This design comes from an exercise in tuning for small area, a short achievable clock period and few clock cycles per item on the open sky130 flow, not from production work.
The RTL was checked by simulation tests, not by an equivalence proof against the original design.

===== flow/design.v =====
package tfgc_pkg;
   localparam int MAX_CONTACTS_DEF = 4;
   localparam int COORD_BITS_DEF   = 12;
   localparam logic [2:0] OP_PRESS   = 3'd0;
   localparam logic [2:0] OP_MOVE    = 3'd1;
   localparam logic [2:0] OP_RELEASE = 3'd2;
   localparam logic [2:0] OP_TICK    = 3'd3;
   localparam logic [2:0] OP_QUERY   = 3'd4;
   localparam logic [1:0] GEST_NONE     = 2'd0;
   localparam logic [1:0] GEST_MOVE     = 2'd1;
   localparam logic [1:0] GEST_PINCH    = 2'd2;
   localparam logic [1:0] GEST_LONG_TAP = 2'd3;
   localparam logic [1:0] CSR_ACTIVE = 2'd0;
   localparam logic [1:0] CSR_GATE   = 2'd1;
   localparam logic [1:0] CSR_LONG   = 2'd2;
   localparam logic [2:0]  ACTIVE_RST = 3'd4;
   localparam logic [11:0] GATE_RST   = 12'd5;
   localparam logic [15:0] LONG_RST   = 16'd1500;
   localparam logic [15:0] HOLD_MAX   = 16'hFFFF;
   localparam logic signed [63:0] Q16_ONE  = 64'sd65536;
   localparam logic signed [63:0] Q16_HALF = 64'sd32768;
   localparam logic signed [31:0] SAT_MAX  = 32'sh7FFFFFFF;
   localparam logic signed [31:0] SAT_MIN  = 32'sh80000000;
   typedef enum logic [3:0] {
      ST_IDLE,
      ST_MV_WAIT,
      ST_TICK_RD,
      ST_TICK_WR,
      ST_Q_A,
      ST_Q_B,
      ST_Q_DEC,
      ST_LT_B,
      ST_MUL,
      ST_P_DEC,
      ST_SQRT,
      ST_DIV,
      ST_P_OUT,
      ST_FIN
   } state_type;
   function automatic logic signed [31:0] sat32(input logic signed [63:0] v);
      logic signed [31:0] r;
      if (v > 64'(SAT_MAX)) r = SAT_MAX;
      else if (v < 64'(SAT_MIN)) r = SAT_MIN;
      else r = v[31:0];
      sat32 = r;
   endfunction
endpackage
module two_finger_gesture_classifier_unit #(
   parameter int MAX_CONTACTS = tfgc_pkg::MAX_CONTACTS_DEF,
   parameter int COORD_BITS   = tfgc_pkg::COORD_BITS_DEF
) (
   input  logic               clock,
   input  logic               reset,
   input  logic               req_valid,
   output logic               req_stall,
   input  logic [2:0]         req_op,
   input  logic [1:0]         req_contact,
   input  logic [11:0]        req_pos_x,
   input  logic [11:0]        req_pos_y,
   output logic               rsp_valid,
   input  logic               rsp_stall,
   output logic [1:0]         rsp_gesture,
   output logic signed [31:0] rsp_value_x,
   output logic signed [31:0] rsp_value_y,
   output logic [2:0]         rsp_touch_count,
   input  logic               csr_write,
   input  logic [1:0]         csr_index,
   input  logic [15:0]        csr_wdata
);
   localparam int SW   = (MAX_CONTACTS > 1) ? $clog2(MAX_CONTACTS) : 1;
   localparam int NW   = $clog2(MAX_CONTACTS + 1);
   localparam int DW   = COORD_BITS + 1;
   localparam int EW   = COORD_BITS + 3;
   localparam int PW   = 2 * EW;
   localparam int AW   = 2 * EW + 1;
   localparam int K    = EW + 8;
   localparam int SQW  = 2 * K;
   localparam int SUMW = COORD_BITS + 2;
   localparam int NUMW = SUMW + 24;
   localparam int CW   = $clog2(NUMW + 1);
   localparam int ENTW = 2 * COORD_BITS + 2 * DW + 16;
   typedef struct packed {
      logic [COORD_BITS-1:0]  lx;
      logic [COORD_BITS-1:0]  ly;
      logic signed [DW-1:0]   dx;
      logic signed [DW-1:0]   dy;
      logic [15:0]            hold;
   } entry_type;
   tfgc_pkg::state_type state_ff, state_in;
   logic [ENTW-1:0]        mem_ff [0:MAX_CONTACTS-1];
   entry_type              rdata_ff;
   logic [SW-1:0]          raddr, waddr;
   logic                   wen;
   entry_type              wdata;
   logic [2:0]             active_ff;
   logic [11:0]            gate_ff;
   logic [15:0]            long_ff;
   logic [MAX_CONTACTS-1:0] touched_ff, touched_in;
   logic [SW-1:0]          slot_ff, slot_in, slot_b_ff, slot_b_in, idx_ff, idx_in;
   logic [COORD_BITS-1:0]  x_ff, x_in, y_ff, y_in;
   entry_type              ent_a_ff, ent_a_in, ent_b_ff, ent_b_in;
   logic [1:0]             gest_ff, gest_in;
   logic signed [31:0]     vx_ff, vx_in, vy_ff, vy_in;
   logic signed [AW-1:0]   dot_ff, dot_in, l2_ff, l2_in, d2_ff, d2_in;
   logic signed [PW-1:0]   prod_ff, prod_in;
   logic [CW-1:0]          step_ff, step_in;
   logic                   neg_ff, neg_in;
   logic [SQW-1:0]         rad_ff, rad_in;
   logic [K:0]             srem_ff, srem_in;
   logic [K-1:0]           root_ff, root_in;
   logic [K-1:0]           remx_ff, remx_in, remy_ff, remy_in;
   logic [NUMW-1:0]        numx_ff, numx_in, numy_ff, numy_in;
   logic                   rsp_valid_ff;
   logic [1:0]             rsp_gesture_ff;
   logic signed [31:0]     rsp_value_x_ff, rsp_value_y_ff;
   logic [2:0]             rsp_count_ff;
   logic                   rsp_load;
   logic [2:0]             count_now;
   logic [NW-1:0]          n_slots;
   logic [MAX_CONTACTS-1:0] inuse;
   logic                   accept;
   logic                   cfg_clear;
   assign req_stall       = (state_ff != tfgc_pkg::ST_IDLE);
   assign accept          = req_valid && !req_stall;
   assign rsp_valid       = rsp_valid_ff;
   assign rsp_gesture     = rsp_gesture_ff;
   assign rsp_value_x     = rsp_value_x_ff;
   assign rsp_value_y     = rsp_value_y_ff;
   assign rsp_touch_count = rsp_count_ff;
   assign cfg_clear       = csr_write && (csr_index == tfgc_pkg::CSR_ACTIVE) &&
                            (csr_wdata[2:0] != active_ff);
   always_comb begin
      n_slots = (int'(active_ff) > MAX_CONTACTS) ? NW'(MAX_CONTACTS) : NW'(active_ff);
      for (int i = 0; i < MAX_CONTACTS; i++) inuse[i] = (i < int'(n_slots));
   end
   always_ff @(posedge clock) begin
      if (wen) mem_ff[waddr] <= wdata;
      rdata_ff <= mem_ff[raddr];
   end
   always_ff @(posedge clock) begin
      if (reset) begin
         active_ff <= tfgc_pkg::ACTIVE_RST;
         gate_ff   <= tfgc_pkg::GATE_RST;
         long_ff   <= tfgc_pkg::LONG_RST;
      end else if (csr_write) begin
         unique case (csr_index)
            tfgc_pkg::CSR_ACTIVE: active_ff <= csr_wdata[2:0];
            tfgc_pkg::CSR_GATE:   gate_ff   <= csr_wdata[11:0];
            tfgc_pkg::CSR_LONG:   long_ff   <= csr_wdata;
            default: ;
         endcase
      end
   end
   always_ff @(posedge clock) begin
      if (reset) begin
         state_ff   <= tfgc_pkg::ST_IDLE;
         touched_ff <= '0;
      end else begin
         state_ff   <= state_in;
         touched_ff <= cfg_clear ? '0 : touched_in;
      end
   end
   always_ff @(posedge clock) begin
      slot_ff  <= slot_in;
      slot_b_ff <= slot_b_in;
      idx_ff   <= idx_in;
      x_ff     <= x_in;
      y_ff     <= y_in;
      ent_a_ff <= ent_a_in;
      ent_b_ff <= ent_b_in;
      gest_ff  <= gest_in;
      vx_ff    <= vx_in;
      vy_ff    <= vy_in;
      dot_ff   <= dot_in;
      l2_ff    <= l2_in;
      d2_ff    <= d2_in;
      prod_ff  <= prod_in;
      step_ff  <= step_in;
      neg_ff   <= neg_in;
      rad_ff   <= rad_in;
      srem_ff  <= srem_in;
      root_ff  <= root_in;
      remx_ff  <= remx_in;
      remy_ff  <= remy_in;
      numx_ff  <= numx_in;
      numy_ff  <= numy_in;
   end
   always_ff @(posedge clock) begin
      if (reset) begin
         rsp_valid_ff <= 1'b0;
      end else if (rsp_load) begin
         rsp_valid_ff <= 1'b1;
      end else if (!rsp_stall) begin
         rsp_valid_ff <= 1'b0;
      end
   end
   always_ff @(posedge clock) begin
      if (rsp_load) begin
         rsp_gesture_ff <= gest_ff;
         rsp_value_x_ff <= vx_ff;
         rsp_value_y_ff <= vy_ff;
         rsp_count_ff   <= count_now;
      end
   end
   always_comb begin
      count_now = '0;
      for (int i = 0; i < MAX_CONTACTS; i++)
         if (inuse[i] && touched_ff[i]) count_now = count_now + 3'd1;
   end
   always_comb begin
      logic [1:0]             cnt;
      logic [SW-1:0]          fa, fb;
      logic                   in_range;
      logic [SW-1:0]          cslot;
      logic [COORD_BITS-1:0]  cx, cy;
      logic signed [DW-1:0]   mdx, mdy, adx, ady;
      logic                   h0, h1;
      logic signed [EW-1:0]   pxa, pya, pxb, pyb, exp, eyp, exl, eyl, ma, mb;
      logic signed [63:0]     tx, ty;
      logic [DW-1:0]          ax0, ax1, ay0, ay1;
      logic [SUMW-1:0]        sx, sy;
      logic [K+2:0]           st;
      logic [K+1:0]           trial;
      logic [K:0]             dtx, dty;
      state_in   = state_ff;
      touched_in = touched_ff;
      slot_in    = slot_ff;
      slot_b_in  = slot_b_ff;
      idx_in     = idx_ff;
      x_in       = x_ff;
      y_in       = y_ff;
      ent_a_in   = ent_a_ff;
      ent_b_in   = ent_b_ff;
      gest_in    = gest_ff;
      vx_in      = vx_ff;
      vy_in      = vy_ff;
      dot_in     = dot_ff;
      l2_in      = l2_ff;
      d2_in      = d2_ff;
      prod_in    = prod_ff;
      step_in    = step_ff;
      neg_in     = neg_ff;
      rad_in     = rad_ff;
      srem_in    = srem_ff;
      root_in    = root_ff;
      remx_in    = remx_ff;
      remy_in    = remy_ff;
      numx_in    = numx_ff;
      numy_in    = numy_ff;
      raddr      = slot_ff;
      waddr      = slot_ff;
      wen        = 1'b0;
      wdata      = ent_a_ff;
      rsp_load   = 1'b0;
      cnt = '0;
      fa  = '0;
      fb  = '0;
      for (int i = 0; i < MAX_CONTACTS; i++) begin
         if (inuse[i] && touched_ff[i]) begin
            if (cnt == 2'd0) fa = SW'(i);
            else if (cnt == 2'd1) fb = SW'(i);
            if (cnt != 2'd2) cnt = cnt + 2'd1;
         end
      end
      in_range = int'(req_contact) < int'(n_slots);
      cslot    = SW'(req_contact);
      cx       = COORD_BITS'(req_pos_x);
      cy       = COORD_BITS'(req_pos_y);
      mdx = DW'(signed'({1'b0, x_ff})) - DW'(signed'({1'b0, rdata_ff.lx}));
      mdy = DW'(signed'({1'b0, y_ff})) - DW'(signed'({1'b0, rdata_ff.ly}));
      adx = (mdx < 0) ? -mdx : mdx;
      ady = (mdy < 0) ? -mdy : mdy;
      h0 = (ent_a_ff.dx == '0) && (ent_a_ff.dy == '0);
      h1 = (ent_b_ff.dx == '0) && (ent_b_ff.dy == '0);
      pxa = EW'(signed'({1'b0, ent_a_ff.lx})) - EW'(ent_a_ff.dx);
      pya = EW'(signed'({1'b0, ent_a_ff.ly})) - EW'(ent_a_ff.dy);
      pxb = EW'(signed'({1'b0, ent_b_ff.lx})) - EW'(ent_b_ff.dx);
      pyb = EW'(signed'({1'b0, ent_b_ff.ly})) - EW'(ent_b_ff.dy);
      exp = pxb - pxa;
      eyp = pyb - pya;
      exl = EW'(signed'({1'b0, ent_b_ff.lx})) - EW'(signed'({1'b0, ent_a_ff.lx}));
      eyl = EW'(signed'({1'b0, ent_b_ff.ly})) - EW'(signed'({1'b0, ent_a_ff.ly}));
      case (step_ff)
         CW'(0):  begin ma = EW'(ent_a_ff.dx); mb = EW'(ent_b_ff.dx); end
         CW'(1):  begin ma = EW'(ent_a_ff.dy); mb = EW'(ent_b_ff.dy); end
         CW'(2):  begin ma = exp; mb = exp; end
         CW'(3):  begin ma = eyp; mb = eyp; end
         CW'(4):  begin ma = exl; mb = exl; end
         default: begin ma = eyl; mb = eyl; end
      endcase
      ax0 = (ent_a_ff.dx < 0) ? DW'(-ent_a_ff.dx) : DW'(ent_a_ff.dx);
      ax1 = (ent_b_ff.dx < 0) ? DW'(-ent_b_ff.dx) : DW'(ent_b_ff.dx);
      ay0 = (ent_a_ff.dy < 0) ? DW'(-ent_a_ff.dy) : DW'(ent_a_ff.dy);
      ay1 = (ent_b_ff.dy < 0) ? DW'(-ent_b_ff.dy) : DW'(ent_b_ff.dy);
      sx  = SUMW'(ax0) + SUMW'(ax1);
      sy  = SUMW'(ay0) + SUMW'(ay1);
      tx = 64'sd0;
      ty = 64'sd0;
      st    = {srem_ff, rad_ff[SQW-1 -: 2]};
      trial = {root_ff, 2'b01};
      dtx   = {remx_ff, numx_ff[NUMW-1]};
      dty   = {remy_ff, numy_ff[NUMW-1]};
      unique case (state_ff)
         tfgc_pkg::ST_IDLE: begin
            if (accept) begin
               slot_in = cslot;
               x_in    = cx;
               y_in    = cy;
               gest_in = tfgc_pkg::GEST_NONE;
               vx_in   = '0;
               vy_in   = '0;
               state_in = tfgc_pkg::ST_FIN;
               if (req_op == tfgc_pkg::OP_PRESS ||
                   (req_op == tfgc_pkg::OP_MOVE && !touched_ff[cslot])) begin
                  if (in_range) begin
                     wen        = 1'b1;
                     waddr      = cslot;
                     wdata      = {cx, cy, {DW{1'b0}}, {DW{1'b0}}, 16'd0};
                     touched_in[cslot] = 1'b1;
                  end
               end else if (req_op == tfgc_pkg::OP_MOVE) begin
                  if (in_range) begin
                     raddr    = cslot;
                     state_in = tfgc_pkg::ST_MV_WAIT;
                  end
               end else if (req_op == tfgc_pkg::OP_RELEASE) begin
                  if (in_range) touched_in[cslot] = 1'b0;
               end else if (req_op == tfgc_pkg::OP_TICK) begin
                  if (n_slots != '0) begin
                     idx_in   = '0;
                     state_in = tfgc_pkg::ST_TICK_RD;
                  end
               end else if (req_op == tfgc_pkg::OP_QUERY) begin
                  if (cnt == 2'd2) begin
                     raddr     = fa;
                     slot_in   = fa;
                     slot_b_in = fb;
                     state_in  = tfgc_pkg::ST_Q_A;
                  end
               end
            end
         end
         tfgc_pkg::ST_MV_WAIT: begin
            wen   = 1'b1;
            wdata = {x_ff, y_ff, mdx, mdy, rdata_ff.hold};
            if (32'(unsigned'(adx)) > 32'(gate_ff) || 32'(unsigned'(ady)) > 32'(gate_ff))
               wdata.hold = '0;
            state_in = tfgc_pkg::ST_FIN;
         end
         tfgc_pkg::ST_TICK_RD: begin
            raddr    = idx_ff;
            state_in = tfgc_pkg::ST_TICK_WR;
         end
         tfgc_pkg::ST_TICK_WR: begin
            waddr = idx_ff;
            wdata = rdata_ff;
            wdata.hold = rdata_ff.hold + 16'd1;
            wen   = touched_ff[idx_ff] && (rdata_ff.hold != tfgc_pkg::HOLD_MAX);
            if (int'(idx_ff) + 1 >= int'(n_slots)) begin
               state_in = tfgc_pkg::ST_FIN;
            end else begin
               idx_in   = idx_ff + SW'(1);
               state_in = tfgc_pkg::ST_TICK_RD;
            end
         end
         tfgc_pkg::ST_Q_A: begin
            ent_a_in = rdata_ff;
            raddr    = slot_b_ff;
            state_in = tfgc_pkg::ST_Q_B;
         end
         tfgc_pkg::ST_Q_B: begin
            ent_b_in = rdata_ff;
            state_in = tfgc_pkg::ST_Q_DEC;
         end
         tfgc_pkg::ST_Q_DEC: begin
            if (h0 && h1) begin
               if (ent_a_ff.hold <= long_ff) begin
                  state_in = tfgc_pkg::ST_FIN;
               end else begin
                  wen   = 1'b1;
                  waddr = slot_ff;
                  wdata = ent_a_ff;
                  wdata.hold = '0;
                  if (ent_b_ff.hold <= long_ff) begin
                     state_in = tfgc_pkg::ST_FIN;
                  end else begin
                     tx = (signed'(64'(ent_a_ff.lx)) + signed'(64'(ent_b_ff.lx))) *
                          tfgc_pkg::Q16_HALF;
                     ty = (signed'(64'(ent_a_ff.ly)) + signed'(64'(ent_b_ff.ly))) *
                          tfgc_pkg::Q16_HALF;
                     gest_in  = tfgc_pkg::GEST_LONG_TAP;
                     vx_in    = tfgc_pkg::sat32(tx);
                     vy_in    = tfgc_pkg::sat32(ty);
                     state_in = tfgc_pkg::ST_LT_B;
                  end
               end
            end else begin
               step_in  = '0;
               state_in = tfgc_pkg::ST_MUL;
            end
         end
         tfgc_pkg::ST_LT_B: begin
            wen   = 1'b1;
            waddr = slot_b_ff;
            wdata = ent_b_ff;
            wdata.hold = '0;
            state_in = tfgc_pkg::ST_FIN;
         end
         tfgc_pkg::ST_MUL: begin
            prod_in = PW'(ma) * PW'(mb);
            case (step_ff)
               CW'(1):  dot_in = AW'(prod_ff);
               CW'(2):  dot_in = dot_ff + AW'(prod_ff);
               CW'(3):  l2_in  = AW'(prod_ff);
               CW'(4):  l2_in  = l2_ff + AW'(prod_ff);
               CW'(5):  d2_in  = AW'(prod_ff);
               CW'(6):  d2_in  = d2_ff + AW'(prod_ff);
               default: ;
            endcase
            step_in = step_ff + CW'(1);
            if (step_ff == CW'(6)) state_in = tfgc_pkg::ST_P_DEC;
         end
         tfgc_pkg::ST_P_DEC: begin
            if (!h0 && !h1 && dot_ff >= 0) begin
               tx = (64'(ent_a_ff.dx) + 64'(ent_b_ff.dx)) * tfgc_pkg::Q16_HALF;
               ty = (64'(ent_a_ff.dy) + 64'(ent_b_ff.dy)) * tfgc_pkg::Q16_HALF;
               gest_in  = tfgc_pkg::GEST_MOVE;
               vx_in    = tfgc_pkg::sat32(tx);
               vy_in    = tfgc_pkg::sat32(ty);
               state_in = tfgc_pkg::ST_FIN;
            end else if (l2_ff == '0) begin
               gest_in  = tfgc_pkg::GEST_PINCH;
               vx_in    = tfgc_pkg::SAT_MAX;
               vy_in    = tfgc_pkg::SAT_MAX;
               state_in = tfgc_pkg::ST_FIN;
            end else begin
               neg_in   = d2_ff < l2_ff;
               numx_in  = {sx, 24'd0};
               numy_in  = {sy, 24'd0};
               rad_in   = {l2_ff[PW-1:0], 16'd0};
               srem_in  = '0;
               root_in  = '0;
               step_in  = '0;
               state_in = tfgc_pkg::ST_SQRT;
            end
         end
         tfgc_pkg::ST_SQRT: begin
            if (st >= (K+3)'(trial)) begin
               srem_in = (K+1)'(st - (K+3)'(trial));
               root_in = {root_ff[K-2:0], 1'b1};
            end else begin
               srem_in = (K+1)'(st);
               root_in = {root_ff[K-2:0], 1'b0};
            end
            rad_in  = {rad_ff[SQW-3:0], 2'b00};
            step_in = step_ff + CW'(1);
            if (step_ff == CW'(K-1)) begin
               remx_in  = '0;
               remy_in  = '0;
               step_in  = '0;
               state_in = tfgc_pkg::ST_DIV;
            end
         end
         tfgc_pkg::ST_DIV: begin
            if (dtx >= {1'b0, root_ff}) begin
               remx_in = K'(dtx - {1'b0, root_ff});
               numx_in = {numx_ff[NUMW-2:0], 1'b1};
            end else begin
               remx_in = K'(dtx);
               numx_in = {numx_ff[NUMW-2:0], 1'b0};
            end
            if (dty >= {1'b0, root_ff}) begin
               remy_in = K'(dty - {1'b0, root_ff});
               numy_in = {numy_ff[NUMW-2:0], 1'b1};
            end else begin
               remy_in = K'(dty);
               numy_in = {numy_ff[NUMW-2:0], 1'b0};
            end
            step_in = step_ff + CW'(1);
            if (step_ff == CW'(NUMW-1)) state_in = tfgc_pkg::ST_P_OUT;
         end
         tfgc_pkg::ST_P_OUT: begin
            tx = signed'(64'(numx_ff));
            ty = signed'(64'(numy_ff));
            gest_in  = tfgc_pkg::GEST_PINCH;
            vx_in    = tfgc_pkg::sat32(neg_ff ? tfgc_pkg::Q16_ONE - tx : tfgc_pkg::Q16_ONE + tx);
            vy_in    = tfgc_pkg::sat32(neg_ff ? tfgc_pkg::Q16_ONE - ty : tfgc_pkg::Q16_ONE + ty);
            state_in = tfgc_pkg::ST_FIN;
         end
         tfgc_pkg::ST_FIN: begin
            if (!rsp_valid_ff || !rsp_stall) begin
               rsp_load = 1'b1;
               state_in = tfgc_pkg::ST_IDLE;
            end
         end
         default: state_in = tfgc_pkg::ST_IDLE;
      endcase
   end
endmodule

===== flow/run.sh =====
#!/bin/bash
# synth_recipe.tcl (not shown) runs the flow's synth.tcl, then flattens the netlist and writes it again
# the make line also repeats each setting of config.mk as NAME=value (left out here)
make -C /OpenROAD-flow-scripts/flow DESIGN_CONFIG=/design/flow/config.mk WORK_HOME=/design/flow/orfs CLKGATE_MAP_FILE= SYNTH_SCRIPT=/design/flow/synth_recipe.tcl finish

===== flow/config.mk =====
export PLATFORM = sky130hd
export DESIGN_NAME = two_finger_gesture_classifier_unit
export DESIGN_NICKNAME = two_finger_gesture_classifier_unit
export VERILOG_FILES = /design/flow/design.v
export SDC_FILE = /design/flow/constraint.sdc
export NUM_CORES = 4
export LEC_CHECK = 0
export CAP_MARGIN = 20
export CORE_MARGIN = 2
export CORE_UTILIZATION = 40
export SLEW_MARGIN = 20

===== flow/constraint.sdc =====
create_clock -name core_clock -period 11.0 [get_ports {clock}]
set_input_delay 2.2000 -clock core_clock [delete_from_list [all_inputs] [get_ports {clock}]]
set_output_delay 2.2000 -clock core_clock [all_outputs]
set_load 0.01 [all_outputs]

==> notes.md <==
sequential cells by signal, indices dropped and copies added, names as in the netlist, 16 cells and up, named ones only:
name,cells
ent_a_ff,66
rsp_value_y_ff,32
ent_b_ff,66
l2_ff,31
d2_ff,31
rdata_ff,66
srem_ff,24
root_ff,23
remy_ff,23
vy_ff,32
dot_ff,31
long_ff,16
numx_ff,38
vx_ff,32
remx_ff,23
prod_ff,30
mem_ff,264
numy_ff,38
rsp_value_x_ff,32
rad_ff,30
stage by stage:
| step | hold WS, ns | setup slack, ns |
|---|---|---|
| floorplan | 0.4003 | 1.227 |
| global placement | 0.4024 | 0.4661 |
| detailed placement | 0.4045 | 0.4601 |
| CTS | 0.4180 | 0.4494 |
| global route | 0.4215 | 0.05754 |
| finish | 0.4172 | 0.4868 |
layer usage:
metal	global-route usage	part of all wire	vias to the layer above
li1	-	-	24070
met1	0.3130	0.43	24980
met2	0.3894	0.47	1475
met3	0.03224	0.057	338
met4	0.09056	0.041	10
met5	0	0.00030	-
worst reg2reg max path, delay by kind of cell, from the launching register on:
kind | cells | cell delay [ns]
XOR/XNOR | 2 | 0.18
AND/OR/NAND/NOR | 6 | 1.64
buffers and inverters | 9 | 0.83
flip-flops | 1 | 0.44
adder cells (fa/ha/maj) | 11 | 4.59
AO/OA/AOI/OAI | 11 | 2.61
layout make-up:
type	count	area (um^2)	share of cell area
sequential	996	28850	0.3737
clock inverter	69	872.1	0.01130
antenna	1	2.502	0.00003241
tap	2310	2890	0.03744
inverter	663	2489	0.03224
timing repair buffer	277	2397	0.03105
clock buffer	137	2863	0.03708
multi-input combinational	4746	36840	0.4772
layout by cell type (no fill, tap or decap), types with 88 or more instances in the layout:
cell	netlist	routed
clkbuf_16	0	109
ha_1	518	518
nor2_1	491	481
o21ai_0	391	389
a21oi_1	331	328
inv_1	663	663
nand2_1	587	584
clkdlybuf4s50_1	0	122
a21o_1	125	125
xnor2_1	257	257
mux2i_1	254	254
edfxtp_1	890	890
dfxtp_1	106	106
xor2_1	151	151
fa_1	285	285
nor3_1	96	88
buf_4	7	154
nand3_1	120	119
worst paths after layout:
check	startpoint	to	slack [ns]	cells past startpoint
max	ent_b_ff[16]$_DFFE_PP_	prod_ff[26]$_DFFE_PP_	0.49	39
min	vy_ff[5]$_DFFE_PP_	rsp_value_y_ff[5]$_DFFE_PP_	0.42	0
max reg2reg	ent_b_ff[16]$_DFFE_PP_	prod_ff[26]$_DFFE_PP_	0.49	39
min reg2reg	vy_ff[5]$_DFFE_PP_	rsp_value_y_ff[5]$_DFFE_PP_	0.42	0
kinds of logic (layout without fill, tap and decap cells):
| logic type | after synthesis | after routing | share of synthesized area |
|---|---|---|---|
| xor+xnor | 408 | 408 | 0.05190 |
| buf+inv | 896 | 1146 | 0.04972 |
| flops | 996 | 996 | 0.4190 |
| compound gates | 1496 | 1496 | 0.1423 |
| other cells | 0 | 1 | 0 |
| mux | 262 | 262 | 0.03856 |
| simple gates | 1777 | 1777 | 0.1215 |
| fa+ha+maj | 803 | 803 | 0.1770 |
==> summary.md <==
| Metric | Value |
|---|---|
| Synth area leaders | `edfxtp_1, ha_1, fa_1` |
| Fin. Hold Viols | `0` |
| Detailed-routing iteration count for the pre-antenna-repair pass | `6` |
| GRT Util Overall | `0.2356` |
| Hpwl dp | `between 150000 and 200000 um` |
| H-tree levels | `3` |
| Mean Syn Cell Area | `10.37 um^2` |
| Clock root cell | `clkbuf_16` |
| Commonest cells post-synth | `edfxtp_1, inv_1, nand2_1` |
| Area after DPL | `73430 um^2` |
| Setup TNS | `0 ns` |
| Max FO, Critical Path | `8` |
| Nets | `between 7k and 8k` |
| EDFF count, synth | `890` |
| Worst hold path type | `reg -> reg` |
| Cell with the most instances after synthesis | `edfxtp_1` |
| Clk pin slew, worst setup/hold paths | `0.06 ns` |
| CP Data Arrival Time | `11.02 ns` |
| CTS max path bufs | `3` |
| Hold-fix buffers, CTS | `0` |
| Outcome | `finished clean` |
| Layout cells sized above 1 | `0.06446` |
| Wirelength per Cell | `22.65 um` |
| Syn nets | `roughly 7.5k` |
| I/O Pins | `between 100 and 150` |
| Die Width | `418.9 um` |
| Core region area | `171400 um^2` |
| Ys async rst share | `0` |
| Largest net degree at the start of global routing | `130` |
| Cell family with most CP delay | `adder cells` |
| Setup bufs post-CTS | `0` |
| Final Non-Filler Cells | `around 9k` |
| Port Buffer Count | `122` |
| Placed cell count | `8992` |
| Cells after synthesis | `6638` |
| Startpoint types | `flip-flop` |
| Critical path's slowest cell | `a2111oi_0` |
| Critical path class | `reg -> reg` |
| DRT iter0 DRCs | `4337` |
| MaxCap Viol Count | `0` |
| Worst skew pair latency | `0.78 ns` |
| Final WL | `208400 um` |
| Initial core utilization | `0.4018` |
| Synth Register Bits | `996` |
| Drt drc | `0` |
| CTS tree | `built` |
| Synth cell types | `91` |
| Cell taking the most area after synthesis | `edfxtp_1` |
| Via count | `50.88k` |
| Die height | `418.9 um` |
| Utilization after layout | `0.4505` |
| Unrepaired setup endpoints after global routing | `false` |
| Vias in the first global route | `about 51k` |
| Full die area | `175500 um^2` |
| Worst-Margin Slew | `~1.2 ns` |
| Final setup vio count | `0` |
| # fillers | `16.01k` |
| First-pass GRT wire length | `313600 um` |
| Crit path top cell by count | `fa_1` |
| Initial antenna violation count | `7` |
| CTS Buf Count | `109` |
| Top cell type's share of synthesized area | `0.3882` |
| Pins Over Slew Limit | `0` |
| Clock Skew | `~0.063 ns` |
| Row cnt | `152` |
| Post-Syn Area | `68850 um^2` |
| Max-Slew Margin vs Limit | `0.2090` |
| Post-synthesis sequential area ratio | `0.4190` |
| Crit share post-route | `0.9557` |
| Ys Warns | `1` |
| Max Fclk | `0.09512 GHz` |
| CTS resizes | `0` |
| Vias per cell | `5.530` |
| Most common flop cell mapped by yosys | `edfxtp_1` |
| Area growth syn-to-layout | `12.13%` |
| Largest stage delay on the critical path | `slightly above 0.7 ns` |
| Crit path capture type | `flip-flop` |
| Overflow after GRT | `0` |
| Antenna Nets Post-Route | `0` |
| Worst path buffer plus inverter count | `9` |
| Final instance area | `77200 um^2` |
| CTS sink count | `996` |
| Critical Path RT | `11.51 ns` |
| Min Clock Period, post-route | `10.51 ns` |
| Final Wtd Congestion | `approximately 1` |
Testbench counts, summed over its fixed seeds: cycles 102,076, items 6,484.

==> re-timing with driven ports <==
No port has a modelled driver above. Below, the same layout with a new extraction and two added sets of constraints. Step 1: set_driving_cell puts a clkbuf_16 on clock and a buf_2 on each other input, an assumption about the parent block. Step 2 adds t to the input delays and takes it off the output delays; t is the mean of the earliest and latest rising clock arrival at the registers after step 1. Input paths then give back, and output paths get back, about the clock's delay inside the block. a / b / c = ideal / step 1 / step 2; a / b = the first two.
t (ns): 0.831
setup slack, ns: 0.487 / 0.487 / 0.487
latest minus earliest clock arrival (ns): 0.063 / 0.063
worst register clock-pin slew, ns: 0.07 / 0.07
worst slew at a driven data input, ns: 0.08
After both steps this run still meets setup and hold. The setup slack of this run moves by 0.000 ns with the drivers and by 0.000 ns with both steps.
